This is an optimization exercise on Yosys and OpenROAD, whose aim is small area and few clock cycles, not a production implementation.
Function was checked by simulation only, so behaviour that the tests miss may differ from the original.
No activity file was given, so power comes from the tool's default toggle rates.

==> design.v <==
`default_nettype none
package fusion_pkg;
    localparam int WORD_W = 16;
    localparam int ADDR_W = 12;
    localparam logic [7:0] END_MARK = 8'hFF;
    localparam logic [1:0] PH_HDR0 = 2'd0;
    localparam logic [1:0] PH_HDR1 = 2'd1;
    localparam logic [1:0] PH_DATA = 2'd2;
    localparam logic [1:0] PH_DONE = 2'd3;
endpackage
`default_nettype wire
`timescale 1ns/1ns
`default_nettype none
module set_controller
(
    input  logic                             clock,
    input  logic                             reset,
    input  logic                             go_i,
    input  logic [fusion_pkg::WORD_W-1:0]    input_word_i,
    output logic [fusion_pkg::ADDR_W-1:0]    read_addr_o,
    output logic                             cfg_load_o,
    output logic                             data_o,
    output logic                             last_o,
    output logic                             finish_o
);
    logic                          run_q;
    logic [1:0]                    phase_q;
    logic [fusion_pkg::ADDR_W-1:0] addr_q;
    logic [7:0]                    m_cnt_q;
    logic [3:0]                    k_q;
    logic [3:0]                    k_cnt_q;
    logic                          clear;
    logic                          last_word;
    logic                          last_output;
    logic                          end_mark;
    assign clear       = reset || !go_i;
    assign end_mark    = (input_word_i[7:0] == fusion_pkg::END_MARK);
    assign last_word   = (k_cnt_q == 4'd0);
    assign last_output = (m_cnt_q == 8'd1);
    assign read_addr_o = addr_q;
    assign cfg_load_o  = run_q && (phase_q == fusion_pkg::PH_HDR1);
    assign data_o      = run_q && (phase_q == fusion_pkg::PH_DATA);
    assign last_o      = last_word;
    assign finish_o    = run_q && ((phase_q == fusion_pkg::PH_DONE) ||
                                   ((phase_q == fusion_pkg::PH_HDR0) && end_mark));
    always_ff @(posedge clock)
    begin
        if (clear)
        begin
            run_q   <= 1'b0;
            phase_q <= fusion_pkg::PH_HDR0;
            addr_q  <= '0;
        end
        else
        begin
            run_q  <= 1'b1;
            addr_q <= addr_q + 1'b1;
            if (run_q)
            begin
                case (phase_q)
                    fusion_pkg::PH_HDR0:
                        phase_q <= end_mark ? fusion_pkg::PH_DONE : fusion_pkg::PH_HDR1;
                    fusion_pkg::PH_HDR1:
                        phase_q <= (m_cnt_q == 8'd0) ? fusion_pkg::PH_HDR0 : fusion_pkg::PH_DATA;
                    fusion_pkg::PH_DATA:
                        if (last_word && last_output)
                            phase_q <= fusion_pkg::PH_HDR0;
                    default:
                        phase_q <= fusion_pkg::PH_DONE;
                endcase
            end
        end
    end
    always_ff @(posedge clock)
    begin
        if (phase_q == fusion_pkg::PH_HDR0)
            m_cnt_q <= input_word_i[7:0];
        else if ((phase_q == fusion_pkg::PH_DATA) && last_word)
            m_cnt_q <= m_cnt_q - 8'd1;
        if (phase_q == fusion_pkg::PH_HDR1)
            k_q <= input_word_i[11:8] - 4'd1;
        if (phase_q == fusion_pkg::PH_HDR1)
            k_cnt_q <= input_word_i[11:8] - 4'd1;
        else
            k_cnt_q <= last_word ? k_q : k_cnt_q - 4'd1;
    end
endmodule
`default_nettype wire
`timescale 1ns/1ns
`default_nettype none
module brick_config
(
    input  logic                             clock,
    input  logic                             cfg_load_i,
    input  logic [fusion_pkg::WORD_W-1:0]    input_word_i,
    output logic                             p8_o,
    output logic                             p4_o
);
    always_ff @(posedge clock)
    begin
        if (cfg_load_i)
        begin
            p8_o <= input_word_i[3];
            p4_o <= input_word_i[2];
        end
    end
endmodule
`default_nettype wire
`timescale 1ns/1ns
`default_nettype none
module brick_array
(
    input  logic [15:0] a,
    input  logic [15:0] b,
    input  logic [15:0] acc,
    input  logic        p8,
    input  logic        p4,
    output logic [15:0] sum
);
    wire p2  = ~(p8 | p4);
    wire p84 = p8 | p4;
    wire p42 = ~p8;
    wire p82 = ~p4;
    wire ga_0_g842 = a[0];
    wire pp0 = ga_0_g842 & b[0];
    wire pp1 = (ga_0_g842 & b[1]) ^ p2;
    wire ga_0_g84 = a[0] & p84;
    wire pp2 = ga_0_g84 & b[2];
    wire pp3 = (ga_0_g84 & b[3]) ^ p4;
    wire ga_0_g8 = a[0] & p8;
    wire pp4 = ga_0_g8 & b[4];
    wire pp5 = ga_0_g8 & b[5];
    wire pp6 = ga_0_g8 & b[6];
    wire pp7 = ~ga_0_g8 | ~b[7];
    wire ga_1_g842 = a[1];
    wire pp8 = (ga_1_g842 & b[0]) ^ p2;
    wire pp9 = ga_1_g842 & b[1];
    wire ga_1_g84 = a[1] & p84;
    wire pp10 = ga_1_g84 & b[2];
    wire pp11 = (ga_1_g84 & b[3]) ^ p4;
    wire ga_1_g8 = a[1] & p8;
    wire pp12 = ga_1_g8 & b[4];
    wire pp13 = ga_1_g8 & b[5];
    wire pp14 = ga_1_g8 & b[6];
    wire pp15 = ~ga_1_g8 | ~b[7];
    wire ga_2_g84 = a[2] & p84;
    wire pp16 = ga_2_g84 & b[0];
    wire pp17 = ga_2_g84 & b[1];
    wire ga_2_g2 = a[2] & p2;
    wire pp18 = ga_2_g2 & b[2];
    wire pp19 = ga_2_g84 & b[2];
    wire pp20 = ~ga_2_g2 | ~b[3];
    wire pp21 = (ga_2_g84 & b[3]) ^ p4;
    wire ga_2_g8 = a[2] & p8;
    wire pp22 = ga_2_g8 & b[4];
    wire pp23 = ga_2_g8 & b[5];
    wire pp24 = ga_2_g8 & b[6];
    wire pp25 = ~ga_2_g8 | ~b[7];
    wire ga_3_g84 = a[3] & p84;
    wire pp26 = (ga_3_g84 & b[0]) ^ p4;
    wire pp27 = (ga_3_g84 & b[1]) ^ p4;
    wire ga_3_g2 = a[3] & p2;
    wire pp28 = ~ga_3_g2 | ~b[2];
    wire pp29 = (ga_3_g84 & b[2]) ^ p4;
    wire pp30 = ga_3_g2 & b[3];
    wire pp31 = ga_3_g84 & b[3];
    wire ga_3_g8 = a[3] & p8;
    wire pp32 = ga_3_g8 & b[4];
    wire pp33 = ga_3_g8 & b[5];
    wire pp34 = ga_3_g8 & b[6];
    wire pp35 = ~ga_3_g8 | ~b[7];
    wire ga_4_g8 = a[4] & p8;
    wire pp36 = ga_4_g8 & b[0];
    wire pp37 = ga_4_g8 & b[1];
    wire pp38 = ga_4_g8 & b[2];
    wire pp39 = ga_4_g8 & b[3];
    wire ga_4_g42 = a[4] & p42;
    wire pp40 = ga_4_g42 & b[4];
    wire pp41 = ga_4_g8 & b[4];
    wire pp42 = (ga_4_g42 & b[5]) ^ p2;
    wire pp43 = ga_4_g8 & b[5];
    wire ga_4_g4 = a[4] & p4;
    wire pp44 = ga_4_g4 & b[6];
    wire pp45 = ga_4_g8 & b[6];
    wire pp46 = ~ga_4_g4 | ~b[7];
    wire pp47 = ~ga_4_g8 | ~b[7];
    wire ga_5_g8 = a[5] & p8;
    wire pp48 = ga_5_g8 & b[0];
    wire pp49 = ga_5_g8 & b[1];
    wire pp50 = ga_5_g8 & b[2];
    wire pp51 = ga_5_g8 & b[3];
    wire ga_5_g42 = a[5] & p42;
    wire pp52 = (ga_5_g42 & b[4]) ^ p2;
    wire pp53 = ga_5_g8 & b[4];
    wire pp54 = ga_5_g42 & b[5];
    wire pp55 = ga_5_g8 & b[5];
    wire ga_5_g4 = a[5] & p4;
    wire pp56 = ga_5_g4 & b[6];
    wire pp57 = ga_5_g8 & b[6];
    wire pp58 = ~ga_5_g4 | ~b[7];
    wire pp59 = ~ga_5_g8 | ~b[7];
    wire ga_6_g8 = a[6] & p8;
    wire pp60 = ga_6_g8 & b[0];
    wire pp61 = ga_6_g8 & b[1];
    wire pp62 = ga_6_g8 & b[2];
    wire pp63 = ga_6_g8 & b[3];
    wire ga_6_g4 = a[6] & p4;
    wire pp64 = ga_6_g4 & b[4];
    wire pp65 = ga_6_g8 & b[4];
    wire pp66 = ga_6_g4 & b[5];
    wire pp67 = ga_6_g8 & b[5];
    wire ga_6_g2 = a[6] & p2;
    wire pp68 = ga_6_g2 & b[6];
    wire pp69 = ga_6_g4 & b[6];
    wire pp70 = ga_6_g8 & b[6];
    wire pp71 = ~ga_6_g2 | ~b[7];
    wire pp72 = ~ga_6_g4 | ~b[7];
    wire pp73 = ~ga_6_g8 | ~b[7];
    wire ga_7_g8 = a[7] & p8;
    wire pp74 = ~ga_7_g8 | ~b[0];
    wire pp75 = ~ga_7_g8 | ~b[1];
    wire pp76 = ~ga_7_g8 | ~b[2];
    wire pp77 = ~ga_7_g8 | ~b[3];
    wire ga_7_g4 = a[7] & p4;
    wire pp78 = ~ga_7_g4 | ~b[4];
    wire pp79 = ~ga_7_g8 | ~b[4];
    wire pp80 = ~ga_7_g4 | ~b[5];
    wire pp81 = ~ga_7_g8 | ~b[5];
    wire ga_7_g2 = a[7] & p2;
    wire pp82 = ~ga_7_g2 | ~b[6];
    wire pp83 = ~ga_7_g4 | ~b[6];
    wire pp84 = ~ga_7_g8 | ~b[6];
    wire pp85 = ga_7_g2 & b[7];
    wire pp86 = ga_7_g4 & b[7];
    wire pp87 = ga_7_g8 & b[7];
    wire ga_8_g842 = a[8];
    wire pp88 = ga_8_g842 & b[8];
    wire pp89 = (ga_8_g842 & b[9]) ^ p2;
    wire ga_8_g84 = a[8] & p84;
    wire pp90 = ga_8_g84 & b[10];
    wire pp91 = (ga_8_g84 & b[11]) ^ p4;
    wire ga_8_g8 = a[8] & p8;
    wire pp92 = ga_8_g8 & b[12];
    wire pp93 = ga_8_g8 & b[13];
    wire pp94 = ga_8_g8 & b[14];
    wire pp95 = ~ga_8_g8 | ~b[15];
    wire ga_9_g842 = a[9];
    wire pp96 = (ga_9_g842 & b[8]) ^ p2;
    wire pp97 = ga_9_g842 & b[9];
    wire ga_9_g84 = a[9] & p84;
    wire pp98 = ga_9_g84 & b[10];
    wire pp99 = (ga_9_g84 & b[11]) ^ p4;
    wire ga_9_g8 = a[9] & p8;
    wire pp100 = ga_9_g8 & b[12];
    wire pp101 = ga_9_g8 & b[13];
    wire pp102 = ga_9_g8 & b[14];
    wire pp103 = ~ga_9_g8 | ~b[15];
    wire ga_10_g84 = a[10] & p84;
    wire pp104 = ga_10_g84 & b[8];
    wire pp105 = ga_10_g84 & b[9];
    wire ga_10_g2 = a[10] & p2;
    wire pp106 = ga_10_g2 & b[10];
    wire pp107 = ga_10_g84 & b[10];
    wire pp108 = ~ga_10_g2 | ~b[11];
    wire pp109 = (ga_10_g84 & b[11]) ^ p4;
    wire ga_10_g8 = a[10] & p8;
    wire pp110 = ga_10_g8 & b[12];
    wire pp111 = ga_10_g8 & b[13];
    wire pp112 = ga_10_g8 & b[14];
    wire pp113 = ~ga_10_g8 | ~b[15];
    wire ga_11_g84 = a[11] & p84;
    wire pp114 = (ga_11_g84 & b[8]) ^ p4;
    wire pp115 = (ga_11_g84 & b[9]) ^ p4;
    wire ga_11_g2 = a[11] & p2;
    wire pp116 = ~ga_11_g2 | ~b[10];
    wire pp117 = (ga_11_g84 & b[10]) ^ p4;
    wire pp118 = ga_11_g2 & b[11];
    wire pp119 = ga_11_g84 & b[11];
    wire ga_11_g8 = a[11] & p8;
    wire pp120 = ga_11_g8 & b[12];
    wire pp121 = ga_11_g8 & b[13];
    wire pp122 = ga_11_g8 & b[14];
    wire pp123 = ~ga_11_g8 | ~b[15];
    wire ga_12_g8 = a[12] & p8;
    wire pp124 = ga_12_g8 & b[8];
    wire pp125 = ga_12_g8 & b[9];
    wire pp126 = ga_12_g8 & b[10];
    wire pp127 = ga_12_g8 & b[11];
    wire ga_12_g42 = a[12] & p42;
    wire pp128 = ga_12_g42 & b[12];
    wire pp129 = ga_12_g8 & b[12];
    wire pp130 = (ga_12_g42 & b[13]) ^ p2;
    wire pp131 = ga_12_g8 & b[13];
    wire ga_12_g4 = a[12] & p4;
    wire pp132 = ga_12_g4 & b[14];
    wire pp133 = ga_12_g8 & b[14];
    wire pp134 = ~ga_12_g4 | ~b[15];
    wire pp135 = ~ga_12_g8 | ~b[15];
    wire ga_13_g8 = a[13] & p8;
    wire pp136 = ga_13_g8 & b[8];
    wire pp137 = ga_13_g8 & b[9];
    wire pp138 = ga_13_g8 & b[10];
    wire pp139 = ga_13_g8 & b[11];
    wire ga_13_g42 = a[13] & p42;
    wire pp140 = (ga_13_g42 & b[12]) ^ p2;
    wire pp141 = ga_13_g8 & b[12];
    wire pp142 = ga_13_g42 & b[13];
    wire pp143 = ga_13_g8 & b[13];
    wire ga_13_g4 = a[13] & p4;
    wire pp144 = ga_13_g4 & b[14];
    wire pp145 = ga_13_g8 & b[14];
    wire pp146 = ~ga_13_g4 | ~b[15];
    wire pp147 = ~ga_13_g8 | ~b[15];
    wire ga_14_g8 = a[14] & p8;
    wire pp148 = ga_14_g8 & b[8];
    wire pp149 = ga_14_g8 & b[9];
    wire pp150 = ga_14_g8 & b[10];
    wire pp151 = ga_14_g8 & b[11];
    wire ga_14_g4 = a[14] & p4;
    wire pp152 = ga_14_g4 & b[12];
    wire pp153 = ga_14_g8 & b[12];
    wire pp154 = ga_14_g4 & b[13];
    wire pp155 = ga_14_g8 & b[13];
    wire ga_14_g2 = a[14] & p2;
    wire pp156 = ga_14_g2 & b[14];
    wire pp157 = ga_14_g4 & b[14];
    wire pp158 = ga_14_g8 & b[14];
    wire pp159 = ~ga_14_g2 | ~b[15];
    wire pp160 = ~ga_14_g4 | ~b[15];
    wire pp161 = ~ga_14_g8 | ~b[15];
    wire ga_15_g8 = a[15] & p8;
    wire pp162 = ~ga_15_g8 | ~b[8];
    wire pp163 = ~ga_15_g8 | ~b[9];
    wire pp164 = ~ga_15_g8 | ~b[10];
    wire pp165 = ~ga_15_g8 | ~b[11];
    wire ga_15_g4 = a[15] & p4;
    wire pp166 = ~ga_15_g4 | ~b[12];
    wire pp167 = ~ga_15_g8 | ~b[12];
    wire pp168 = ~ga_15_g4 | ~b[13];
    wire pp169 = ~ga_15_g8 | ~b[13];
    wire ga_15_g2 = a[15] & p2;
    wire pp170 = ~ga_15_g2 | ~b[14];
    wire pp171 = ~ga_15_g4 | ~b[14];
    wire pp172 = ~ga_15_g8 | ~b[14];
    wire pp173 = ga_15_g2 & b[15];
    wire pp174 = ga_15_g4 & b[15];
    wire pp175 = ga_15_g8 & b[15];
    wire k4 = p84;
    wire k5 = p4;
    wire k8 = p82;
    wire s0 = acc[1] ^ pp20 ^ pp28;
    wire c0 = (acc[1] & pp20) | (acc[1] & pp28) | (pp20 & pp28);
    wire s1 = pp71 ^ pp82 ^ pp108;
    wire c1 = (pp71 & pp82) | (pp71 & pp108) | (pp82 & pp108);
    wire s2 = acc[2] ^ pp2 ^ pp9;
    wire c2 = (acc[2] & pp2) | (acc[2] & pp9) | (pp2 & pp9);
    wire s3 = pp16 ^ pp30 ^ pp44;
    wire c3 = (pp16 & pp30) | (pp16 & pp44) | (pp30 & pp44);
    wire s4 = pp54 ^ pp64 ^ pp85;
    wire c4 = (pp54 & pp64) | (pp54 & pp85) | (pp64 & pp85);
    wire s5 = acc[3] ^ pp10 ^ pp17;
    wire c5 = (acc[3] & pp10) | (acc[3] & pp17) | (pp10 & pp17);
    wire s6 = pp46 ^ pp56 ^ pp66;
    wire c6 = (pp46 & pp56) | (pp46 & pp66) | (pp56 & pp66);
    wire s7 = pp78 ^ pp98 ^ pp105;
    wire c7 = (pp78 & pp98) | (pp78 & pp105) | (pp98 & pp105);
    wire s8 = pp134 ^ pp144 ^ pp154;
    wire c8 = (pp134 & pp144) | (pp134 & pp154) | (pp144 & pp154);
    wire s9 = acc[4] ^ k4 ^ pp4;
    wire c9 = (acc[4] & k4) | (acc[4] & pp4) | (k4 & pp4);
    wire s10 = pp19 ^ pp36 ^ pp58;
    wire c10 = (pp19 & pp36) | (pp19 & pp58) | (pp36 & pp58);
    wire s11 = pp69 ^ pp80 ^ pp92;
    wire c11 = (pp69 & pp80) | (pp69 & pp92) | (pp80 & pp92);
    wire s12 = pp107 ^ pp124 ^ pp146;
    wire c12 = (pp107 & pp124) | (pp107 & pp146) | (pp124 & pp146);
    wire s13 = pp157 ^ pp168 ^ pp11;
    wire c13 = (pp157 & pp168) | (pp157 & pp11) | (pp168 & pp11);
    wire s14 = acc[5] ^ k5 ^ pp5;
    wire c14 = (acc[5] & k5) | (acc[5] & pp5) | (k5 & pp5);
    wire s15 = pp12 ^ pp37 ^ pp48;
    wire c15 = (pp12 & pp37) | (pp12 & pp48) | (pp37 & pp48);
    wire s16 = pp72 ^ pp83 ^ pp93;
    wire c16 = (pp72 & pp83) | (pp72 & pp93) | (pp83 & pp93);
    wire s17 = pp100 ^ pp125 ^ pp136;
    wire c17 = (pp100 & pp125) | (pp100 & pp136) | (pp125 & pp136);
    wire s18 = pp160 ^ pp171 ^ pp21;
    wire c18 = (pp160 & pp171) | (pp160 & pp21) | (pp171 & pp21);
    wire s19 = acc[6] ^ pp6 ^ pp13;
    wire c19 = (acc[6] & pp6) | (acc[6] & pp13) | (pp6 & pp13);
    wire s20 = pp22 ^ pp31 ^ pp38;
    wire c20 = (pp22 & pp31) | (pp22 & pp38) | (pp31 & pp38);
    wire s21 = pp49 ^ pp60 ^ pp86;
    wire c21 = (pp49 & pp60) | (pp49 & pp86) | (pp60 & pp86);
    wire s22 = pp94 ^ pp101 ^ pp110;
    wire c22 = (pp94 & pp101) | (pp94 & pp110) | (pp101 & pp110);
    wire s23 = pp119 ^ pp126 ^ pp137;
    wire c23 = (pp119 & pp126) | (pp119 & pp137) | (pp126 & pp137);
    wire s24 = acc[7] ^ pp7 ^ pp14;
    wire c24 = (acc[7] & pp7) | (acc[7] & pp14) | (pp7 & pp14);
    wire s25 = pp23 ^ pp32 ^ pp39;
    wire c25 = (pp23 & pp32) | (pp23 & pp39) | (pp32 & pp39);
    wire s26 = pp50 ^ pp61 ^ pp74;
    wire c26 = (pp50 & pp61) | (pp50 & pp74) | (pp61 & pp74);
    wire s27 = pp95 ^ pp102 ^ pp111;
    wire c27 = (pp95 & pp102) | (pp95 & pp111) | (pp102 & pp111);
    wire s28 = pp120 ^ pp127 ^ pp138;
    wire c28 = (pp120 & pp127) | (pp120 & pp138) | (pp127 & pp138);
    wire s29 = acc[8] ^ k8 ^ pp15;
    wire c29 = (acc[8] & k8) | (acc[8] & pp15) | (k8 & pp15);
    wire s30 = pp24 ^ pp33 ^ pp41;
    wire c30 = (pp24 & pp33) | (pp24 & pp41) | (pp33 & pp41);
    wire s31 = pp51 ^ pp62 ^ pp75;
    wire c31 = (pp51 & pp62) | (pp51 & pp75) | (pp62 & pp75);
    wire s32 = pp103 ^ pp112 ^ pp121;
    wire c32 = (pp103 & pp112) | (pp103 & pp121) | (pp112 & pp121);
    wire s33 = acc[9] ^ pp25 ^ pp34;
    wire c33 = (acc[9] & pp25) | (acc[9] & pp34) | (pp25 & pp34);
    wire s34 = pp43 ^ pp53 ^ pp63;
    wire c34 = (pp43 & pp53) | (pp43 & pp63) | (pp53 & pp63);
    wire s35 = pp116 ^ pp159 ^ pp170;
    wire c35 = (pp116 & pp159) | (pp116 & pp170) | (pp159 & pp170);
    wire s36 = pp1 ^ pp8 ^ pp42;
    wire c36 = (pp1 & pp8) | (pp1 & pp42) | (pp8 & pp42);
    wire s37 = pp90 ^ pp97 ^ pp104;
    wire c37 = (pp90 & pp97) | (pp90 & pp104) | (pp97 & pp104);
    wire s38 = pp118 ^ pp132 ^ pp142;
    wire c38 = (pp118 & pp132) | (pp118 & pp142) | (pp132 & pp142);
    wire s39 = pp152 ^ pp173 ^ c0;
    wire c39 = (pp152 & pp173) | (pp152 & c0) | (pp173 & c0);
    wire s40 = pp166 ^ pp3 ^ pp26;
    wire c40 = (pp166 & pp3) | (pp166 & pp26) | (pp3 & pp26);
    wire s41 = pp91 ^ pp114 ^ c2;
    wire c41 = (pp91 & pp114) | (pp91 & c2) | (pp114 & c2);
    wire s42 = c3 ^ c4 ^ s5;
    wire c42 = (c3 & c4) | (c3 & s5) | (c4 & s5);
    wire s43 = pp27 ^ pp99 ^ pp115;
    wire c43 = (pp27 & pp99) | (pp27 & pp115) | (pp99 & pp115);
    wire s44 = c5 ^ c6 ^ c7;
    wire c44 = (c5 & c6) | (c5 & c7) | (c6 & c7);
    wire s45 = c8 ^ s9 ^ s10;
    wire c45 = (c8 & s9) | (c8 & s10) | (s9 & s10);
    wire s46 = pp29 ^ pp109 ^ pp117;
    wire c46 = (pp29 & pp109) | (pp29 & pp117) | (pp109 & pp117);
    wire s47 = c9 ^ c10 ^ c11;
    wire c47 = (c9 & c10) | (c9 & c11) | (c10 & c11);
    wire s48 = c12 ^ s14 ^ s15;
    wire c48 = (c12 & s14) | (c12 & s15) | (s14 & s15);
    wire s49 = s16 ^ s17 ^ c13;
    wire c49 = (s16 & s17) | (s16 & c13) | (s17 & c13);
    wire s50 = pp148 ^ pp174 ^ c14;
    wire c50 = (pp148 & pp174) | (pp148 & c14) | (pp174 & c14);
    wire s51 = c15 ^ c16 ^ c17;
    wire c51 = (c15 & c16) | (c15 & c17) | (c16 & c17);
    wire s52 = s19 ^ s20 ^ s21;
    wire c52 = (s19 & s20) | (s19 & s21) | (s20 & s21);
    wire s53 = s22 ^ s23 ^ c18;
    wire c53 = (s22 & s23) | (s22 & c18) | (s23 & c18);
    wire s54 = pp149 ^ pp162 ^ c19;
    wire c54 = (pp149 & pp162) | (pp149 & c19) | (pp162 & c19);
    wire s55 = c20 ^ c21 ^ c22;
    wire c55 = (c20 & c21) | (c20 & c22) | (c21 & c22);
    wire s56 = c23 ^ s24 ^ s25;
    wire c56 = (c23 & s24) | (c23 & s25) | (s24 & s25);
    wire s57 = s26 ^ s27 ^ s28;
    wire c57 = (s26 & s27) | (s26 & s28) | (s27 & s28);
    wire s58 = pp129 ^ pp139 ^ pp150;
    wire c58 = (pp129 & pp139) | (pp129 & pp150) | (pp139 & pp150);
    wire s59 = pp163 ^ c24 ^ c25;
    wire c59 = (pp163 & c24) | (pp163 & c25) | (c24 & c25);
    wire s60 = c26 ^ c27 ^ c28;
    wire c60 = (c26 & c27) | (c26 & c28) | (c27 & c28);
    wire s61 = s29 ^ s30 ^ s31;
    wire c61 = (s29 & s30) | (s29 & s31) | (s30 & s31);
    wire s62 = pp76 ^ pp113 ^ pp122;
    wire c62 = (pp76 & pp113) | (pp76 & pp122) | (pp113 & pp122);
    wire s63 = pp131 ^ pp141 ^ pp151;
    wire c63 = (pp131 & pp141) | (pp131 & pp151) | (pp141 & pp151);
    wire s64 = pp164 ^ c29 ^ c30;
    wire c64 = (pp164 & c29) | (pp164 & c30) | (c29 & c30);
    wire s65 = c31 ^ c32 ^ s33;
    wire c65 = (c31 & c32) | (c31 & s33) | (c32 & s33);
    wire s66 = acc[10] ^ pp35 ^ pp45;
    wire c66 = (acc[10] & pp35) | (acc[10] & pp45) | (pp35 & pp45);
    wire s67 = pp55 ^ pp65 ^ pp77;
    wire c67 = (pp55 & pp65) | (pp55 & pp77) | (pp65 & pp77);
    wire s68 = pp123 ^ pp133 ^ pp143;
    wire c68 = (pp123 & pp133) | (pp123 & pp143) | (pp133 & pp143);
    wire s69 = pp153 ^ pp165 ^ c33;
    wire c69 = (pp153 & pp165) | (pp153 & c33) | (pp165 & c33);
    wire s70 = acc[11] ^ pp47 ^ pp57;
    wire c70 = (acc[11] & pp47) | (acc[11] & pp57) | (pp47 & pp57);
    wire s71 = pp67 ^ pp79 ^ pp135;
    wire c71 = (pp67 & pp79) | (pp67 & pp135) | (pp79 & pp135);
    wire s72 = acc[0] ^ pp0 ^ pp18;
    wire c72 = (acc[0] & pp0) | (acc[0] & pp18) | (pp0 & pp18);
    wire s73 = pp40 ^ pp68 ^ pp88;
    wire c73 = (pp40 & pp68) | (pp40 & pp88) | (pp68 & pp88);
    wire s74 = pp52 ^ pp89 ^ pp96;
    wire c74 = (pp52 & pp89) | (pp52 & pp96) | (pp89 & pp96);
    wire s75 = pp130 ^ pp140 ^ s35;
    wire c75 = (pp130 & pp140) | (pp130 & s35) | (pp140 & s35);
    wire s76 = s0 ^ s1 ^ s36;
    wire c76 = (s0 & s1) | (s0 & s36) | (s1 & s36);
    wire s77 = c35 ^ c1 ^ s37;
    wire c77 = (c35 & c1) | (c35 & s37) | (c1 & s37);
    wire s78 = s38 ^ s2 ^ s3;
    wire c78 = (s38 & s2) | (s38 & s3) | (s2 & s3);
    wire s79 = s4 ^ c36 ^ s39;
    wire c79 = (s4 & c36) | (s4 & s39) | (c36 & s39);
    wire s80 = c37 ^ c38 ^ s6;
    wire c80 = (c37 & c38) | (c37 & s6) | (c38 & s6);
    wire s81 = s7 ^ s8 ^ s40;
    wire c81 = (s7 & s8) | (s7 & s40) | (s8 & s40);
    wire s82 = c39 ^ s41 ^ s42;
    wire c82 = (c39 & s41) | (c39 & s42) | (s41 & s42);
    wire s83 = s11 ^ s12 ^ c40;
    wire c83 = (s11 & s12) | (s11 & c40) | (s12 & c40);
    wire s84 = s43 ^ s13 ^ c41;
    wire c84 = (s43 & s13) | (s43 & c41) | (s13 & c41);
    wire s85 = c42 ^ s44 ^ s45;
    wire c85 = (c42 & s44) | (c42 & s45) | (s44 & s45);
    wire s86 = c43 ^ s46 ^ s18;
    wire c86 = (c43 & s46) | (c43 & s18) | (s46 & s18);
    wire s87 = c44 ^ c45 ^ s47;
    wire c87 = (c44 & c45) | (c44 & s47) | (c45 & s47);
    wire hs0 = s48 ^ s49;
    wire hc0 = s48 & s49;
    wire s88 = c46 ^ c47 ^ c48;
    wire c88 = (c46 & c47) | (c46 & c48) | (c47 & c48);
    wire s89 = s50 ^ s51 ^ c49;
    wire c89 = (s50 & s51) | (s50 & c49) | (s51 & c49);
    wire hs1 = s52 ^ s53;
    wire hc1 = s52 & s53;
    wire s90 = c50 ^ c51 ^ c52;
    wire c90 = (c50 & c51) | (c50 & c52) | (c51 & c52);
    wire s91 = s54 ^ s55 ^ c53;
    wire c91 = (s54 & s55) | (s54 & c53) | (s55 & c53);
    wire hs2 = s56 ^ s57;
    wire hc2 = s56 & s57;
    wire s92 = s58 ^ s32 ^ c54;
    wire c92 = (s58 & s32) | (s58 & c54) | (s32 & c54);
    wire s93 = c55 ^ c56 ^ c57;
    wire c93 = (c55 & c56) | (c55 & c57) | (c56 & c57);
    wire s94 = s59 ^ s60 ^ s61;
    wire c94 = (s59 & s60) | (s59 & s61) | (s60 & s61);
    wire s95 = c58 ^ s62 ^ s63;
    wire c95 = (c58 & s62) | (c58 & s63) | (s62 & s63);
    wire s96 = s34 ^ c59 ^ c60;
    wire c96 = (s34 & c59) | (s34 & c60) | (c59 & c60);
    wire s97 = c61 ^ s64 ^ s65;
    wire c97 = (c61 & s64) | (c61 & s65) | (s64 & s65);
    wire s98 = c62 ^ c63 ^ c34;
    wire c98 = (c62 & c63) | (c62 & c34) | (c63 & c34);
    wire s99 = s66 ^ s67 ^ s68;
    wire c99 = (s66 & s67) | (s66 & s68) | (s67 & s68);
    wire s100 = c64 ^ c65 ^ s69;
    wire c100 = (c64 & c65) | (c64 & s69) | (c65 & s69);
    wire s101 = pp145 ^ pp155 ^ pp167;
    wire c101 = (pp145 & pp155) | (pp145 & pp167) | (pp155 & pp167);
    wire s102 = c66 ^ c67 ^ c68;
    wire c102 = (c66 & c67) | (c66 & c68) | (c67 & c68);
    wire s103 = s70 ^ s71 ^ c69;
    wire c103 = (s70 & s71) | (s70 & c69) | (s71 & c69);
    wire s104 = acc[12] ^ pp59 ^ pp70;
    wire c104 = (acc[12] & pp59) | (acc[12] & pp70) | (pp59 & pp70);
    wire s105 = pp81 ^ pp147 ^ pp158;
    wire c105 = (pp81 & pp147) | (pp81 & pp158) | (pp147 & pp158);
    wire s106 = pp169 ^ c70 ^ c71;
    wire c106 = (pp169 & c70) | (pp169 & c71) | (c70 & c71);
    wire s107 = acc[13] ^ pp73 ^ pp84;
    wire c107 = (acc[13] & pp73) | (acc[13] & pp84) | (pp73 & pp84);
    wire s108 = pp106 ^ pp128 ^ pp156;
    wire c108 = (pp106 & pp128) | (pp106 & pp156) | (pp128 & pp156);
    wire s109 = c72 ^ c73 ^ s74;
    wire c109 = (c72 & c73) | (c72 & s74) | (c73 & s74);
    wire s110 = c74 ^ c75 ^ s77;
    wire c110 = (c74 & c75) | (c74 & s77) | (c75 & s77);
    wire s111 = s78 ^ c76 ^ s79;
    wire c111 = (s78 & c76) | (s78 & s79) | (c76 & s79);
    wire s112 = c77 ^ c78 ^ s80;
    wire c112 = (c77 & c78) | (c77 & s80) | (c78 & s80);
    wire s113 = s81 ^ c79 ^ s82;
    wire c113 = (s81 & c79) | (s81 & s82) | (c79 & s82);
    wire s114 = c80 ^ c81 ^ s83;
    wire c114 = (c80 & c81) | (c80 & s83) | (c81 & s83);
    wire s115 = s84 ^ c82 ^ s85;
    wire c115 = (s84 & c82) | (s84 & s85) | (c82 & s85);
    wire s116 = c83 ^ s86 ^ c84;
    wire c116 = (c83 & s86) | (c83 & c84) | (s86 & c84);
    wire s117 = hs0 ^ c85 ^ s87;
    wire c117 = (hs0 & c85) | (hs0 & s87) | (c85 & s87);
    wire s118 = c86 ^ hc0 ^ c87;
    wire c118 = (c86 & hc0) | (c86 & c87) | (hc0 & c87);
    wire s119 = hs1 ^ s88 ^ s89;
    wire c119 = (hs1 & s88) | (hs1 & s89) | (s88 & s89);
    wire s120 = hc1 ^ c88 ^ hs2;
    wire c120 = (hc1 & c88) | (hc1 & hs2) | (c88 & hs2);
    wire s121 = c89 ^ s90 ^ s91;
    wire c121 = (c89 & s90) | (c89 & s91) | (s90 & s91);
    wire s122 = hc2 ^ c90 ^ s92;
    wire c122 = (hc2 & c90) | (hc2 & s92) | (c90 & s92);
    wire s123 = c91 ^ s93 ^ s94;
    wire c123 = (c91 & s93) | (c91 & s94) | (s93 & s94);
    wire s124 = s95 ^ c92 ^ c93;
    wire c124 = (s95 & c92) | (s95 & c93) | (c92 & c93);
    wire s125 = s96 ^ c94 ^ s97;
    wire c125 = (s96 & c94) | (s96 & s97) | (c94 & s97);
    wire s126 = c95 ^ s98 ^ s99;
    wire c126 = (c95 & s98) | (c95 & s99) | (s98 & s99);
    wire s127 = c96 ^ c97 ^ s100;
    wire c127 = (c96 & c97) | (c96 & s100) | (c97 & s100);
    wire s128 = s101 ^ c98 ^ c99;
    wire c128 = (s101 & c98) | (s101 & c99) | (c98 & c99);
    wire s129 = s102 ^ c100 ^ s103;
    wire c129 = (s102 & c100) | (s102 & s103) | (c100 & s103);
    wire s130 = c101 ^ s104 ^ s105;
    wire c130 = (c101 & s104) | (c101 & s105) | (s104 & s105);
    wire s131 = c102 ^ s106 ^ c103;
    wire c131 = (c102 & s106) | (c102 & c103) | (s106 & c103);
    wire s132 = pp161 ^ pp172 ^ c104;
    wire c132 = (pp161 & pp172) | (pp161 & c104) | (pp172 & c104);
    wire s133 = c105 ^ s107 ^ c106;
    wire c133 = (c105 & s107) | (c105 & c106) | (s107 & c106);
    wire s134 = acc[14] ^ pp87 ^ pp175;
    wire c134 = (acc[14] & pp87) | (acc[14] & pp175) | (pp87 & pp175);
    wire s135 = c108 ^ s75 ^ s109;
    wire c135 = (c108 & s75) | (c108 & s109) | (s75 & s109);
    wire s136 = c109 ^ s110 ^ s111;
    wire c136 = (c109 & s110) | (c109 & s111) | (s110 & s111);
    wire s137 = c110 ^ s112 ^ c111;
    wire c137 = (c110 & s112) | (c110 & c111) | (s112 & c111);
    wire s138 = c112 ^ s114 ^ c113;
    wire c138 = (c112 & s114) | (c112 & c113) | (s114 & c113);
    wire s139 = c114 ^ s116 ^ c115;
    wire c139 = (c114 & s116) | (c114 & c115) | (s116 & c115);
    wire s140 = c116 ^ c117 ^ s118;
    wire c140 = (c116 & c117) | (c116 & s118) | (c117 & s118);
    wire s141 = c118 ^ s120 ^ c119;
    wire c141 = (c118 & s120) | (c118 & c119) | (s120 & c119);
    wire s142 = c120 ^ s122 ^ c121;
    wire c142 = (c120 & s122) | (c120 & c121) | (s122 & c121);
    wire s143 = c122 ^ s124 ^ c123;
    wire c143 = (c122 & s124) | (c122 & c123) | (s124 & c123);
    wire s144 = s126 ^ c124 ^ c125;
    wire c144 = (s126 & c124) | (s126 & c125) | (c124 & c125);
    wire s145 = c126 ^ s128 ^ c127;
    wire c145 = (c126 & s128) | (c126 & c127) | (s128 & c127);
    wire s146 = s130 ^ c128 ^ c129;
    wire c146 = (s130 & c128) | (s130 & c129) | (c128 & c129);
    wire s147 = c130 ^ s132 ^ s133;
    wire c147 = (c130 & s132) | (c130 & s133) | (s132 & s133);
    wire s148 = c107 ^ s134 ^ c132;
    wire c148 = (c107 & s134) | (c107 & c132) | (s134 & c132);
    wire s149 = s108 ^ s72 ^ s73;
    wire c149 = (s108 & s72) | (s108 & s73) | (s72 & s73);
    wire hs3 = s76 ^ s135;
    wire hc3 = s76 & s135;
    wire hs4 = c135 ^ s136;
    wire hc4 = c135 & s136;
    wire s150 = s113 ^ c136 ^ s137;
    wire c150 = (s113 & c136) | (s113 & s137) | (c136 & s137);
    wire s151 = s115 ^ c137 ^ s138;
    wire c151 = (s115 & c137) | (s115 & s138) | (c137 & s138);
    wire s152 = s117 ^ c138 ^ s139;
    wire c152 = (s117 & c138) | (s117 & s139) | (c138 & s139);
    wire s153 = s119 ^ c139 ^ s140;
    wire c153 = (s119 & c139) | (s119 & s140) | (c139 & s140);
    wire s154 = s121 ^ c140 ^ s141;
    wire c154 = (s121 & c140) | (s121 & s141) | (c140 & s141);
    wire s155 = s123 ^ c141 ^ s142;
    wire c155 = (s123 & c141) | (s123 & s142) | (c141 & s142);
    wire s156 = s125 ^ c142 ^ s143;
    wire c156 = (s125 & c142) | (s125 & s143) | (c142 & s143);
    wire s157 = s127 ^ c143 ^ s144;
    wire c157 = (s127 & c143) | (s127 & s144) | (c143 & s144);
    wire s158 = s129 ^ c144 ^ s145;
    wire c158 = (s129 & c144) | (s129 & s145) | (c144 & s145);
    wire s159 = s131 ^ c145 ^ s146;
    wire c159 = (s131 & c145) | (s131 & s146) | (c145 & s146);
    wire s160 = c131 ^ s147 ^ c146;
    wire c160 = (c131 & s147) | (c131 & c146) | (s147 & c146);
    wire s161 = c133 ^ s148 ^ c147;
    wire c161 = (c133 & s148) | (c133 & c147) | (s148 & c147);
    wire s162 = acc[15] ^ c134 ^ c148;
    wire [15:0] row0 = {c161, c160, c159, c158, c157, c156, c155, c154, c153, c152, c151, c150, hc4, hc3, c149, s149};
    wire [15:0] row1 = {s162, s161, s160, s159, s158, s157, s156, s155, s154, s153, s152, s151, s150, hs4, hs3, 1'b0};
    assign sum = row0 + row1;
endmodule
`default_nettype wire
`timescale 1ns/1ns
`default_nettype none
module output_accumulator
(
    input  logic                             clock,
    input  logic                             reset,
    input  logic                             go_i,
    input  logic                             data_i,
    input  logic                             last_i,
    input  logic [fusion_pkg::WORD_W-1:0]    sum_i,
    output logic [fusion_pkg::WORD_W-1:0]    acc_o,
    output logic [fusion_pkg::ADDR_W-1:0]    out_addr_o,
    output logic [fusion_pkg::WORD_W-1:0]    out_data_o,
    output logic                             out_write_o
);
    logic [fusion_pkg::WORD_W-1:0] acc_q;
    logic [fusion_pkg::ADDR_W-1:0] addr_q;
    logic                          write_q;
    logic                          cont_q;
    assign acc_o = cont_q ? acc_q : '0;
    always_ff @(posedge clock)
    begin
        acc_q  <= sum_i;
        cont_q <= data_i && !last_i;
        if (reset || !go_i)
        begin
            addr_q  <= '0;
            write_q <= 1'b0;
        end
        else
        begin
            write_q <= data_i && last_i;
            addr_q  <= addr_q + {11'd0, write_q};
        end
    end
    assign out_addr_o  = addr_q;
    assign out_data_o  = acc_q;
    assign out_write_o = write_q;
endmodule
`default_nettype wire
`timescale 1ns/1ns
`default_nettype none
module fusion_sequencer_top
(
    input  logic        clock,
    input  logic        reset,
    input  logic        go_i,
    input  logic [15:0] input_word_i,
    input  logic [15:0] weight_word_i,
    output logic [11:0] input_addr_o,
    output logic [11:0] weight_addr_o,
    output logic [11:0] out_addr_o,
    output logic [15:0] out_data_o,
    output logic        out_write_o,
    output logic        finish_o
);
    logic [fusion_pkg::ADDR_W-1:0] read_addr;
    logic                          cfg_load;
    logic                          data;
    logic                          last;
    logic                          p8;
    logic                          p4;
    logic [fusion_pkg::WORD_W-1:0] acc;
    logic [fusion_pkg::WORD_W-1:0] sum;
    assign input_addr_o  = read_addr;
    assign weight_addr_o = read_addr;
    set_controller set_controller_inst (
        .clock        (clock),
        .reset        (reset),
        .go_i         (go_i),
        .input_word_i (input_word_i),
        .read_addr_o  (read_addr),
        .cfg_load_o   (cfg_load),
        .data_o       (data),
        .last_o       (last),
        .finish_o     (finish_o)
    );
    brick_config brick_config_inst (
        .clock        (clock),
        .cfg_load_i   (cfg_load),
        .input_word_i (input_word_i),
        .p8_o         (p8),
        .p4_o         (p4)
    );
    brick_array brick_array_inst (
        .a   (input_word_i),
        .b   (weight_word_i),
        .acc (acc),
        .p8  (p8),
        .p4  (p4),
        .sum (sum)
    );
    output_accumulator output_accumulator_inst (
        .clock       (clock),
        .reset       (reset),
        .go_i        (go_i),
        .data_i      (data),
        .last_i      (last),
        .sum_i       (sum),
        .acc_o       (acc),
        .out_addr_o  (out_addr_o),
        .out_data_o  (out_data_o),
        .out_write_o (out_write_o)
    );
endmodule
`default_nettype wire
==> flow/run.sh <==
#!/bin/bash
# The standard layout, with these changes:
# - Yosys's generic synthesis skips its quick ABC pass (synth -noabc), so that
#   extract_fa still sees the adder tree as written and maps it to full
#   adders without inverters between them; the technology-mapping ABC pass
#   later in the script runs flow/abc.script, an area-oriented mapping.
# - Port buffers come from flow/ports.tcl, run before global placement
#   (global placement is not timing driven, so nothing removes them).
# - Clock tree synthesis uses clkbuf_8 clock buffers and no dummy loads.
set -euo pipefail
sed 's/yosys synth -nofsm -noshare /yosys synth -nofsm -noshare -noabc /' synth_recipe.tcl > flow_synth.tcl
grep -q -- '-noabc' flow_synth.tcl
# The technology-mapping ABC pass runs flow/abc.script, an area-oriented
# mapping, in place of ORFS's delay-oriented script
cat > flow_abc.tcl <<EOF2
proc abc {args} {
  set i [lsearch \$args -script]
  lset args [expr {\$i + 1}] $PWD/flow/abc.script
  yosys abc {*}\$args
}
EOF2
cat flow_abc.tcl flow_synth.tcl > flow_synth2.tcl
mv flow_synth2.tcl flow_synth.tcl
sed "s#SYNTH_SCRIPT=[^ ]*#SYNTH_SCRIPT=$PWD/flow_synth.tcl#" standard.sh > flow_standard.sh
# Adders use Yosys's own Brent-Kung carry network, not ORFS's Kogge-Stone
# extra map (any non-empty SYNTH_OPERATIONS_ARGS replaces it)
export SYNTH_OPERATIONS_ARGS=-nofsm
export DONT_BUFFER_PORTS=1
export PRE_GLOBAL_PLACE_TCL="$PWD/flow/ports.tcl"
export CTS_ARGS="-sink_clustering_enable -repair_clock_nets -buf_list {sky130_fd_sc_hd__clkbuf_8} -dont_use_dummy_load"
bash flow_standard.sh > flow_standard.log 2>&1
==> flow/abc.script <==
&get -n
&st
&dch
&nf -R 30
&put
topo
stime -c
==> flow/ports.tcl <==
# Synthesis buffers go, as the standard flow removes them before placement.
remove_buffers

# Port buffers, one per port as the standard flow places them: a buffer
# sized for the fanout on each input, the smallest buffer on each output
# (its load is the 0.01 pF port load).
buffer_ports -inputs -buffer_cell sky130_fd_sc_hd__buf_1
buffer_ports -outputs -buffer_cell sky130_fd_sc_hd__buf_1
==> standard.sh <==
#!/bin/bash
# synth_recipe.tcl (not shown) runs the flow's synth.tcl, then flattens the netlist and writes it again
# the make line also repeats each setting of config.mk as NAME=value (left out here)
make -C /OpenROAD-flow-scripts/flow DESIGN_CONFIG=/design/flow/config.mk WORK_HOME=/design/flow/orfs CLKGATE_MAP_FILE= SYNTH_SCRIPT=/design/flow/synth_recipe.tcl "${@:-finish}"
==> config.mk <==
export PLATFORM = sky130hd
export DESIGN_NAME = fusion_sequencer_top
export DESIGN_NICKNAME = fusion_sequencer_top
export VERILOG_FILES = /design/flow/design.v
export SDC_FILE = /design/flow/constraint.sdc
export NUM_CORES = 4
export LEC_CHECK = 0
export CAP_MARGIN = 20
export CORE_MARGIN = 2
export CORE_UTILIZATION = 70
export GPL_ROUTABILITY_DRIVEN = 0
export GPL_TIMING_DRIVEN = 0
export SLEW_MARGIN = 20
==> constraint.sdc <==
create_clock -name core_clock -period 6.0 [get_ports {clock}]
set_input_delay 1.2000 -clock core_clock [delete_from_list [all_inputs] [get_ports {clock}]]
set_output_delay 1.2000 -clock core_clock [all_outputs]
set_load 0.01 [all_outputs]
==> summary.txt, run 1 <==
* Status: complete, no violations
* Crit path arrival time at 6.17 ns
* Die footprint at 11700 sq um
* Worst Tran Pin Value at 0.793 ns
* CTS Root Cell: clkbuf_8
* First-pass DRT Iterations at 6
* Cells after Synth at 654
* Int Pwr at 1.86 mW
* Worst endpoint required time at 6.24 ns
* Final hold violations at 0
* Sequential share of power at 17.9%
* Ratio of cells with drive above 1 in the final layout at 13.1%
* Delay of the slowest critical-path stage at 0.58 ns
* Critical path cell sequence: clkbuf_4, and2_1, fa_1, fa_1, fa_1, fa_2, fa_1, fa_1, ha_4, and3_4, a211oi_4, o31a_1, buf_4, o31ai_4, fa_2
* Crit path launch type: primary input
* Max Cap Viol at 0
* Die Wd at 108 um
* Most frequent cell after synthesis: fa_1
* Latest clock arrival within the worst-skew pair at 0.37 ns
* # clock sinks at 63
* Max FO, Critical Path at 10
* Initial antenna violation count at 1
* Yosys cell types at 31
* Design area at 8570 sq um
* Initial drt markers at 525
* Dominant cell type by area after synthesis: fa_1
* Peak VDD IR at 0.809 mV
* Top post-synthesis cells by area: fa_1 45%, dfxtp_1 13%, and3_1 9.1%, ha_1 7.3%, edfxtp_1 5.6%
* Post-synth EDFFs at 14
* DRC Markers at 0
* Final net count at 1005
* Total GRT Usage at 38.3%
* First-pass GRT wire length at 32.6 mm
* Slowest-stage cell, CP: fa_1
* Critical Path End Type: register
* Post-synthesis cell area at 7570 sq um
* Clock buffer depth at 2
* Htree depth at 3
* Area grow syn2layout at 13.2%
* Switching Power at 1.54 mW
* Global route overflow at 0
* Vias per Instance at 6.49
* PwrDens at 396 nW/um^2
* Tmin final at 5.92 ns
* Combinational power share at 73.7%
* Most used cell, CP: fa_1
* Largest net degree at the start of global routing at 39
* Post-synth top cells: 169 x fa_1, 110 x and3_1, 49 x dfxtp_1
* Leakage Power at 3.76 nW
* Max Slew Vio Count at 0
* Final Util at 82.3%
* CTS buffer count at 9
* CTS clk-pin slew, worst paths at 0.07 ns
* # IOs at 89
* Final ANT Viol Nets at 0
* Num rows at 37
* Port bufs at 88
* Via count at 5788
* Vias in the first global route at 6343
* Final HPWL DP at 14.8 mm
* CTS tree: done
* Min-Delay Path Class: reg -> reg
* Share of the synthesized area in the top cell type at 44.7%
* Syn avg cell area at 11.6 sq um
* Clk network pwr share at 8.4%
* Syn. warnings at 3
* RSZ-0062 raised after global routing: yes
* #FFs+latches synth at 63
* Ys async rst share at 0%
* Critical path type: in -> reg
* Seq/Total Area, Yosys at 18.5%
* Final setup fails at 0
* Routed WL at 20.3 mm
* Die span in y at 108 um
* Placed inst area at 8220 sq um
* Final cycle utilization of the critical path at 98.7%
* Rel. slew slack at 47.1%
* Syn nets at 902
* Tot Pwr at 3.40 mW
* Dominant synthesized flop cell: dfxtp_1
* Starting density of the core at 72.7%
* Sw Share at 45.2%
* FMAX at 169 MHz
* Worst Clk Skew at 0.0178 ns
* Placeable Area at 10400 sq um
* DR WL/cell at 22.7 um
==> timing repair <==
| item | 4_1_cts | 5_1_grt |
|---|---|---|
| endpoints found under the hold margin | 0 | 0 |
| pin swaps | 3 | 7 |
| resized for setup | 52 | 18 |
| cloned | 1 | 0 |
| hold buffers | 0 | 0 |
| setup buffers | 8 | 2 |
| endpoints found under the setup margin | 11 | 6 |
==> power groups by stage <==
| stage | registers [mW] | clock network, mW | logic [mW] |
|---|---|---|---|
| 2_1_floorplan | 0.635 | 0 | 1.65 |
| 3_3_place_gp | 0.610 | 0 | 2.11 |
| 3_5_place_dp | 0.617 | 0 | 2.25 |
| 4_1_cts | 0.608 | 0.292 | 2.43 |
| 5_1_grt | 0.616 | 0.310 | 2.83 |
| 6_report | 0.607 | 0.286 | 2.50 |
==> cell families after synthesis <==
family / synth area share, %
AOI/OAI and AO/OA: 2.66
and+or+nand+nor: 19.4
xor gates and xnor gates: 5.21
buffers and inverters: 2.28
adders and majority gates: 52.0
DFF: 18.5
==> cells in the final DEF, fill, tap and decap left out, types with 6 or more instances in the layout <==
cell	count
fa_1	153
and3_1	100
buf_1	57
dfxtp_1	49
nand3_1	44
ha_1	40
nand2_1	39
xnor2_1	37
and2_0	31
nor2_1	20
clkinv_1	20
fa_2	16
buf_2	15
edfxtp_1	14
buf_4	14
o21ai_0	12
and3_4	10
clkbuf_8	9
a21oi_1	8
xor2_1	8
clkbuf_4	6
==> registers in the layout, summed over array words and instances, names as in the netlist <==
name,flops
brick_config_inst.p4_o,1
brick_config_inst.p8_o,1
output_accumulator_inst.acc_q,16
output_accumulator_inst.addr_q,12
output_accumulator_inst.cont_q,1
output_accumulator_inst.write_q,1
set_controller_inst.addr_q,12
set_controller_inst.k_cnt_q,4
set_controller_inst.k_q,4
set_controller_inst.m_cnt_q,8
set_controller_inst.phase_q,2
set_controller_inst.run_q,1
==> routing by layer <==
| layer | share of wire (%) | track usage, % | up-vias |
|---|---|---|---|
| met3 | 10 | 10.1 | 96 |
| met4 | 4.6 | 18.2 | 0 |
| met5 | 0 | 0 | - |
| met1 | 36 | 48.9 | 2884 |
| met2 | 49 | 61.5 | 386 |
| li1 | - | - | 2422 |
==> final timing paths <==
path | startpoint | to | slack, ns | cells after the start
worst min register to register | set_controller_inst.addr_q[0] | set_controller_inst.addr_q[0] | 0.49 | 1
worst max register to register | brick_config_inst.p8_o | output_accumulator_inst.acc_q[13] | 0.17 | 16
worst min-delay path | set_controller_inst.addr_q[0] | set_controller_inst.addr_q[0] | 0.49 | 1
worst max-delay path | input_word_i[1] | output_accumulator_inst.acc_q[13] | 0.08 | 15
==> worst max-delay path, delay by kind of cell <==
family / cells / cell delay (ns)
AOI/OAI and AO/OA: 3 / 0.56
and+or+nand+nor: 2 / 0.41
buffers and inverters: 2 / 0.38
adders and majority gates: 8 / 3.60
==> cell type report <==
| cell class | count | area [sq um] |
|---|---|---|
| diodes | 1 | 2.50 |
| inverters | 22 | 88.8 |
| flip-flops and latches | 63 | 1400 |
| repair buffers | 103 | 576 |
| clock buffers | 9 | 124 |
| multi-input cells | 558 | 6210 |
| well taps | 136 | 170 |
| fillers | 629 | 1850 |
==> through the flow <==
step           instances  hold WS, ns  setup TNS [ns]  setup WS [ns]
6_report             892        0.486               0         0.0769
2_1_floorplan        654        0.454           -2.22         -0.366
3_5_place_dp         871        0.480          -10.15          -1.08
3_3_place_gp         866        0.439          -12.85          -1.29
5_1_grt              892        0.544         -0.0545        -0.0275
4_1_cts              889        0.496               0       0.000823
Testbench counts, summed over its fixed seeds: cycles 26,114.
==> run 2: changes to the inputs <==
--- a/flow/run.sh
+++ b/flow/run.sh
@@ -22,9 +22,6 @@
 cat flow_abc.tcl flow_synth.tcl > flow_synth2.tcl
 mv flow_synth2.tcl flow_synth.tcl
 sed "s#SYNTH_SCRIPT=[^ ]*#SYNTH_SCRIPT=$PWD/flow_synth.tcl#" standard.sh > flow_standard.sh
-# Adders use Yosys's own Brent-Kung carry network, not ORFS's Kogge-Stone
-# extra map (any non-empty SYNTH_OPERATIONS_ARGS replaces it)
-export SYNTH_OPERATIONS_ARGS=-nofsm
 export DONT_BUFFER_PORTS=1
 export PRE_GLOBAL_PLACE_TCL="$PWD/flow/ports.tcl"
 export CTS_ARGS="-sink_clustering_enable -repair_clock_nets -buf_list {sky130_fd_sc_hd__clkbuf_8} -dont_use_dummy_load"
==> summary.txt, run 2 <==
* Status: complete, no violations
* Latest clock arrival within the worst-skew pair at 0.37 ns (about the same)
* Max Cap Viol at 0 (unchanged)
* Share of the synthesized area in the top cell type at 42.6% (-2.1 points)
* Num rows at 38 (+2.7%)
* PwrDens at 442 nW/um^2 (+12%)
* FMAX at 171 MHz (+1.4%)
* Reg2reg path depth at 18 (+2)
* CTS tree: done
* Largest net degree at the start of global routing at 36 (-7.7%)
* Rel. slew slack at 47.7% (+0.60 points)
* Die span in y at 109 um (+0.60%)
* Syn. warnings at 3 (unchanged)
* Crit path launch type: primary input
* Initial antenna violation count at 0 (-1)
* Total GRT Usage at 37.3% (-0.93 points)
* Leakage Power at 3.62 nW (-3.5%)
* RSZ-0062 raised after global routing: no
* #FFs+latches synth at 63 (unchanged)
* Delay of the slowest critical-path stage at 0.54 ns (-0.04 ns)
* First-pass DRT Iterations at 7 (+1)
* Hold Buf Count CTS at 0 (unchanged)
* Fin worst setup slack at 0.161 ns (+0.0844 ns)
* Final HPWL DP at 15.2 mm (+2.2%)
* Worst Clk Skew at 0.0270 ns (+0.00913 ns)
* Hold Slack at 0.497 ns (+0.0117 ns)
* Final ANT Viol Nets at 0 (unchanged)
* Number of flip-flops in the largest register at 16 (unchanged)
* Antenna cell count at 0 (-1)
* Htree depth at 3 (unchanged)
* Area grow syn2layout at 11.8%
* Top Registers: output_accumulator_inst.acc_q x16, output_accumulator_inst.addr_q x12, set_controller_inst.addr_q x12
* Routed WL at 20.6 mm (+1.4%)
* Ys async rst share at 0% (unchanged)
* Top post-synthesis cells by area: fa_1 43%, dfxtp_1 13%, and3_1 8.8%, edfxtp_1 5.5%, ha_1 4.9%
* Dominant cell type by area after synthesis: fa_1
* Fin Setup TNS at 0 ns (unchanged)
* Cells after Synth at 705 (+7.8%)
* Final hold violations at 0 (unchanged)
* Yosys cell types at 35 (+13%)
* Most frequent cells in the layout: 159 x fa_1, 99 x and3_1, 62 x buf_1
* Slowest-stage cell, CP: fa_1
* Tot Pwr at 3.79 mW (+12%)
* Die Wd at 109 um (+0.60%)
* # clock sinks at 63 (unchanged)
* Syn avg cell area at 10.9 sq um (-6.1%)
* CTS clk-pin slew, worst paths at 0.07 ns (about the same)
* Global route overflow at 0 (unchanged)
* Vias per Instance at 6.53 (+0.59%)
* Post-synth top cells: 163 x fa_1, 108 x and3_1, 52 x nand2_1, 52 x nand3_1, 49 x dfxtp_1
* Syn nets at 933 (+3.4%)
* Via count at 6155 (+6.3%)
* DR WL/cell at 21.8 um (-4.1%)
* Worst Tran Pin Value at 0.784 ns (-0.00905 ns)
* Peak VDD IR at 0.696 mV (-14%)
* Critical Path End Type: register
* CTS buffer count at 9 (unchanged)
* WHS Path Cells at 2 (+1)
* Seq/Total Area, Yosys at 18.3% (-0.23 points)
* Design area at 8560 sq um (about the same)
* Min-Delay Path Class: reg -> reg
* Final net count at 1033 (+2.8%)
* Max Slew Vio Count at 0 (unchanged)
* Starting density of the core at 71.3% (-1.4 points)
* Most used cell, CP: fa_1
* DRC Markers at 0 (unchanged)
* Port bufs at 88 (unchanged)
* Critical path type: in -> reg
* Ratio of cells with drive above 1 in the final layout at 9.46% (-3.6 points)
* Most common cell after layout, fill and taps aside: fa_1
* Placed inst area at 8310 sq um (+1.1%)
* Crit path arrival time at 6.08 ns (-0.09 ns)
* Max FO, Critical Path at 9 (-1)
* Initial drt markers at 649 (+24%)
* DP Worst Slack at -0.837 ns (+0.247 ns)
* Dominant synthesized flop cell: dfxtp_1
* Placeable Area at 10700 sq um (+3.2%)
* Most frequent cell after synthesis: fa_1
* Top reg by flops: output_accumulator_inst.acc_q
* # IOs at 89 (unchanged)
* Post-synthesis cell area at 7660 sq um (+1.2%)
* Tmin final at 5.84 ns (-0.0844 ns)
* Final setup fails at 0 (unchanged)
* Clock buffer depth at 2 (unchanged)
* Die footprint at 11800 sq um (+1.2%)
* CTS Root Cell: clkbuf_8
* Final cycle utilization of the critical path at 97.3% (-1.4 points)
* Vias in the first global route at 6230 (-1.8%)
* Critical path cell sequence: buf_1, and3_1, fa_1, clkinv_1, fa_1, fa_1, fa_1, fa_1, fa_1, ha_1, a21oi_2, o21ai_0, a21oi_1, o211ai_1, a21o_1, xor2_1
* Post-synth EDFFs at 14 (unchanged)
* First-pass GRT wire length at 32.3 mm (-1.1%)
* Worst endpoint required time at 6.24 ns (about the same)
-- run 2: cell type report --
class	count	area (sq um)
fill	729	2180
clock buffer	9	124
sequential	63	1400
timing repair buffer	100	518
tap	140	175
multi-input combinational	617	6290
inverter	14	57.6
-- run 2: where the power goes --
| group | leakage, nW | switching, mW | internal (mW) |
|---|---|---|---|
| logic | 3.02 | 1.54 | 1.34 |
| registers | 0.541 | 0.0492 | 0.567 |
| clock network | 0.0647 | 0.159 | 0.134 |
-- run 2: stage by stage --
stage / cells / utilization, %
after floorplan: 705 / -
after global placement: 921 / 76.5
after detailed placement: 925 / 77.4
after CTS: 935 / 78.7
after global routing: 943 / 79.7
final: 943 / 79.7
-- run 2: kinds of logic after synthesis --
logic type | after synthesis | share of synthesized area, %
xor gates and xnor gates | 54 | 6.17
and+or+nand+nor | 309 | 21.8
AOI/OAI and AO/OA | 60 | 4.43
DFF | 63 | 18.3
buffers and inverters | 26 | 1.86
adders and majority gates | 193 | 47.5
-- run 2: final timing paths --
| path | startpoint | end | slack [ns] |
|---|---|---|---|
| max | input_word_i[1] | output_accumulator_inst.acc_q[14] | 0.16 |
| min | set_controller_inst.run_q | output_accumulator_inst.write_q | 0.50 |
| max reg2reg | brick_config_inst.p8_o | output_accumulator_inst.acc_q[13] | 0.18 |
| min reg2reg | set_controller_inst.run_q | output_accumulator_inst.write_q | 0.50 |
-- run 2: repair_timing --
item                       CTS  global route
resized for setup           12            28
setup endpoints to repair    7             6
gates cloned                 1             0
pin swaps                    1             2
buffers inserted             0             8
-- run 2: worst max-delay path: cells and delay by family --
kind            cells  cell delay (ns)
simple gates        1             0.28
compound gates      5             0.71
fa+ha+maj           7             3.22
xor+xnor            1             0.14
buf+inv             2             0.49
-- run 2: per-layer routing --
layer / up-vias / wire [um] / global-route usage (%)
li1: 2633 / - / -
met1: 3050 / 7510 / 48.8
met2: 380 / 10000 / 59.8
met3: 92 / 2030 / 8.13
met4: 0 / 1030 / 18.3
met5: - / 0 / 0
==> run 3: changes to the inputs <==
--- a/flow/run.sh
+++ b/flow/run.sh
@@ -3,15 +3,17 @@
 # - Yosys's generic synthesis skips its quick ABC pass (synth -noabc), so that
 #   extract_fa still sees the adder tree as written and maps it to full
 #   adders without inverters between them; the technology-mapping ABC pass
-#   later in the script runs flow/abc.script, an area-oriented mapping.
+#   later in the script runs flow/abc.script, a mapping that may trade up to
+#   30% of ABC's own delay estimate for area (it sees only the logic between
+#   the adders, flip-flops and ports, which has slack).
 # - Port buffers come from flow/ports.tcl, run before global placement
 #   (global placement is not timing driven, so nothing removes them).
 # - Clock tree synthesis uses clkbuf_8 clock buffers and no dummy loads.
 set -euo pipefail
 sed 's/yosys synth -nofsm -noshare /yosys synth -nofsm -noshare -noabc /' synth_recipe.tcl > flow_synth.tcl
 grep -q -- '-noabc' flow_synth.tcl
-# The technology-mapping ABC pass runs flow/abc.script, an area-oriented
-# mapping, in place of ORFS's delay-oriented script
+# The technology-mapping ABC pass runs flow/abc.script in place of ORFS's
+# delay-oriented script
 cat > flow_abc.tcl <<EOF2
 proc abc {args} {
   set i [lsearch \$args -script]
==> flow/ports.tcl (replaced) <==
# Synthesis buffers go, as the standard flow removes them before placement.
remove_buffers

# Port buffers, one per port as the standard flow places them, started at
# the smallest buffer; later repair resizes the ones that need more drive.
buffer_ports -inputs -buffer_cell sky130_fd_sc_hd__buf_1
buffer_ports -outputs -buffer_cell sky130_fd_sc_hd__buf_1
==> summary.txt, run 3 <==
* Status: complete, no violations
* Delay of the slowest critical-path stage at 0.54 ns (about the same)
* Leakage Power at 3.62 nW (unchanged)
* Most frequent cells in the layout: 159 x fa_1, 99 x and3_1, 62 x buf_1
* Delay-heaviest family, CP: adder cells
* Critical path type: in -> reg
* Worst endpoint required time at 6.24 ns (about the same)
* Placed inst area at 8310 sq um (unchanged)
* Syn. warnings at 3 (unchanged)
* Hold Slack at 0.497 ns (unchanged)
* Dominant cell type by area after synthesis: fa_1
* FMAX at 171 MHz (unchanged)
* Max Slew Vio Count at 0 (unchanged)
* Final net count at 1033 (unchanged)
* Die Wd at 109 um (unchanged)
* Most common cell after layout, fill and taps aside: fa_1
* Most frequent cell after synthesis: fa_1
* # clock sinks at 63 (unchanged)
* DRC Markers at 0 (unchanged)
* Tmin final at 5.84 ns (unchanged)
* Top Registers: output_accumulator_inst.acc_q x16, output_accumulator_inst.addr_q x12, set_controller_inst.addr_q x12
* Fin worst setup slack at 0.161 ns (unchanged)
* First-pass GRT wire length at 32.3 mm (unchanged)
* Area grow syn2layout at 11.8% (unchanged)
* Post-synthesis cell area at 7660 sq um (unchanged)
* DP Worst Slack at -0.837 ns (unchanged)
* Slowest-stage cell, CP: fa_1
* CTS Root Cell: clkbuf_8
* Ys async rst share at 0% (unchanged)
* Critical Path End Type: register
* First-pass DRT Iterations at 7 (unchanged)
* Vias in the first global route at 6230 (unchanged)
* Hold Buf Count CTS at 0 (unchanged)
* Max FO, Critical Path at 9 (unchanged)
* Yosys cell types at 35 (unchanged)
* Top reg by flops: output_accumulator_inst.acc_q
* Post-synth EDFFs at 14 (unchanged)
* Final HPWL DP at 15.2 mm (unchanged)
* Latest clock arrival within the worst-skew pair at 0.37 ns (about the same)
* Syn avg cell area at 10.9 sq um (unchanged)
* Total GRT Usage at 37.3% (unchanged)
* Number of flip-flops in the largest register at 16 (unchanged)
* #FFs+latches synth at 63 (unchanged)
* Port bufs at 88 (unchanged)
* RSZ-0062 raised after global routing: no
* CTS buffer count at 9 (unchanged)
* CTS tree: done
* PwrDens at 442 nW/um^2 (unchanged)
* Num rows at 38 (unchanged)
* Max Cap Viol at 0 (unchanged)
* Post-synth top cells: 163 x fa_1, 108 x and3_1, 52 x nand2_1, 52 x nand3_1, 49 x dfxtp_1
* Placeable Area at 10700 sq um (unchanged)
* Vias per Instance at 6.53 (unchanged)
* Min-Delay Path Class: reg -> reg
* Largest net degree at the start of global routing at 36 (unchanged)
* Final cycle utilization of the critical path at 97.3% (unchanged)
* Peak VDD IR at 0.696 mV (unchanged)
* Htree depth at 3 (unchanged)
* Final setup fails at 0 (unchanged)
* Clock buffer depth at 2 (unchanged)
* DR WL/cell at 21.8 um (unchanged)
* Initial drt markers at 649 (unchanged)
* Die footprint at 11800 sq um (unchanged)
* Routed WL at 20.6 mm (unchanged)
* Die span in y at 109 um (unchanged)
* Syn nets at 933 (unchanged)
* Starting density of the core at 71.3% (unchanged)
* Dominant synthesized flop cell: dfxtp_1
* Rel. slew slack at 47.7% (unchanged)
* Cells after Synth at 705 (unchanged)
* Critical path cell sequence: buf_1, and3_1, fa_1, clkinv_1, fa_1, fa_1, fa_1, fa_1, fa_1, ha_1, a21oi_2, o21ai_0, a21oi_1, o211ai_1, a21o_1, xor2_1
* Global route overflow at 0 (unchanged)
* Seq/Total Area, Yosys at 18.3% (unchanged)
* Final ANT Viol Nets at 0 (unchanged)
* Critical path buffers and inverters at 2 (unchanged)
* Share of the synthesized area in the top cell type at 42.6% (unchanged)
* Crit path launch type: primary input
* Antenna cell count at 0 (unchanged)
* Design area at 8560 sq um (unchanged)
* Crit path arrival time at 6.08 ns (about the same)
* Ratio of cells with drive above 1 in the final layout at 9.46% (unchanged)
* Most used cell, CP: fa_1
* Via count at 6155 (unchanged)
* Worst Clk Skew at 0.0270 ns (unchanged)
* Final Util at 79.7% (unchanged)
* Fin Setup TNS at 0 ns (unchanged)
* Top post-synthesis cells by area: fa_1 43%, dfxtp_1 13%, and3_1 8.8%, edfxtp_1 5.5%, ha_1 4.9%
* Final hold violations at 0 (unchanged)
* Initial antenna violation count at 0 (unchanged)
* Worst Tran Pin Value at 0.784 ns (unchanged)
* CTS clk-pin slew, worst paths at 0.07 ns (about the same)
* # IOs at 89 (unchanged)
[run 3: cell counts after synthesis]
No cell type changed its count.
[run 3: layout make-up]
| cell class | count | area [sq um] |
|---|---|---|
| Multi-Input combinational cell | 617 | 6290 |
| Tap cell | 140 | 175 |
| Fill cell | 729 | 2180 |
| Inverter | 14 | 57.6 |
| Timing Repair Buffer | 100 | 518 |
| Clock buffer | 9 | 124 |
| Sequential cell | 63 | 1400 |
[run 3: logic make-up (layout without fill, tap and decap cells)]
family	Yosys count	in the layout	share of synthesized area, %
XOR/XNOR	54	54	6.17
flip-flops	63	63	18.3
AO/OA/AOI/OAI	60	60	4.43
adder cells (fa/ha/maj)	193	193	47.5
AND/OR/NAND/NOR	309	310	21.8
buffers and inverters	26	123	1.86
[run 3: final timing paths]
check,cells after the start,startpoint,endpoint,slack [ns]
worst max-delay path,16,input_word_i[1],output_accumulator_inst.acc_q[14],0.16
worst min-delay path,2,set_controller_inst.run_q,output_accumulator_inst.write_q,0.50
worst min register to register,2,set_controller_inst.run_q,output_accumulator_inst.write_q,0.50
worst max register to register,18,brick_config_inst.p8_o,output_accumulator_inst.acc_q[13],0.18
[run 3: routing by layer]
metal	GRT usage, %	vias up	share of wire [%]
met5	0	-	0
met4	18.3	0	5.0
met3	8.13	92	9.9
met2	59.8	380	49
met1	48.8	3050	36
li1	-	2633	-
[run 3: repair_timing]
| item | in CTS | in global routing |
|---|---|---|
| gates cloned | 1 | 0 |
| buffers inserted | 0 | 8 |
| resized for setup | 12 | 28 |
| endpoints found under the setup margin | 7 | 6 |
| pin swaps | 1 | 2 |
[run 3: worst reg2reg max path: cells and delay by family (launching register included)]
kind / cells / cell delay [ns]
xor+xnor: 1 / 0.17
compound gates: 3 / 0.49
fa+ha+maj: 7 / 3.09
simple gates: 4 / 0.93
buf+inv: 3 / 0.63
flops: 1 / 0.44
[run 3: where the power goes]
| part | total (mW) | internal, mW | switching [mW] |
|---|---|---|---|
| clock network | 0.292 | 0.134 | 0.159 |
| logic | 2.88 | 1.34 | 1.54 |
| registers | 0.616 | 0.567 | 0.0492 |
[run 3: metrics by stage]
stage	power (mW)	std cells
2_1_floorplan	2.81	705
3_3_place_gp	3.32	921
3_5_place_dp	3.41	925
5_1_grt	4.17	943
6_report	3.79	943
4_1_cts	3.74	935

==> separate check: timing with driven ports <==
No port has a modelled driver above. Below, the same layouts with a new extraction and two added sets of constraints.
Step 1, drivers: a clkbuf_16 drives clock and a buf_2 each remaining input, both assumed.
Step 2 moves the port delays by t, midway between the first and last clock arrival at a register: inputs arrive t later, outputs are due t later. That takes back most of the time a late clock gives input paths.
a / b / c = no drivers / after step 1 / after step 2; a / b = the first two.
run	t (ns)	slack for setup (ns)	clock arrival spread, ns
run 1	0.398	0.077 / 0.090 / -0.308	0.018 / 0.018
run 2	0.390	0.161 / 0.172 / -0.218	0.032 / 0.032
run 3	0.390	0.161 / 0.172 / -0.218	0.032 / 0.032
Met with ideal ports but missed after step 2: setup timing in every run listed. For run 1, which loses most, drivers alone change the setup slack by +0.013 ns; drivers and shift together by -0.385 ns.
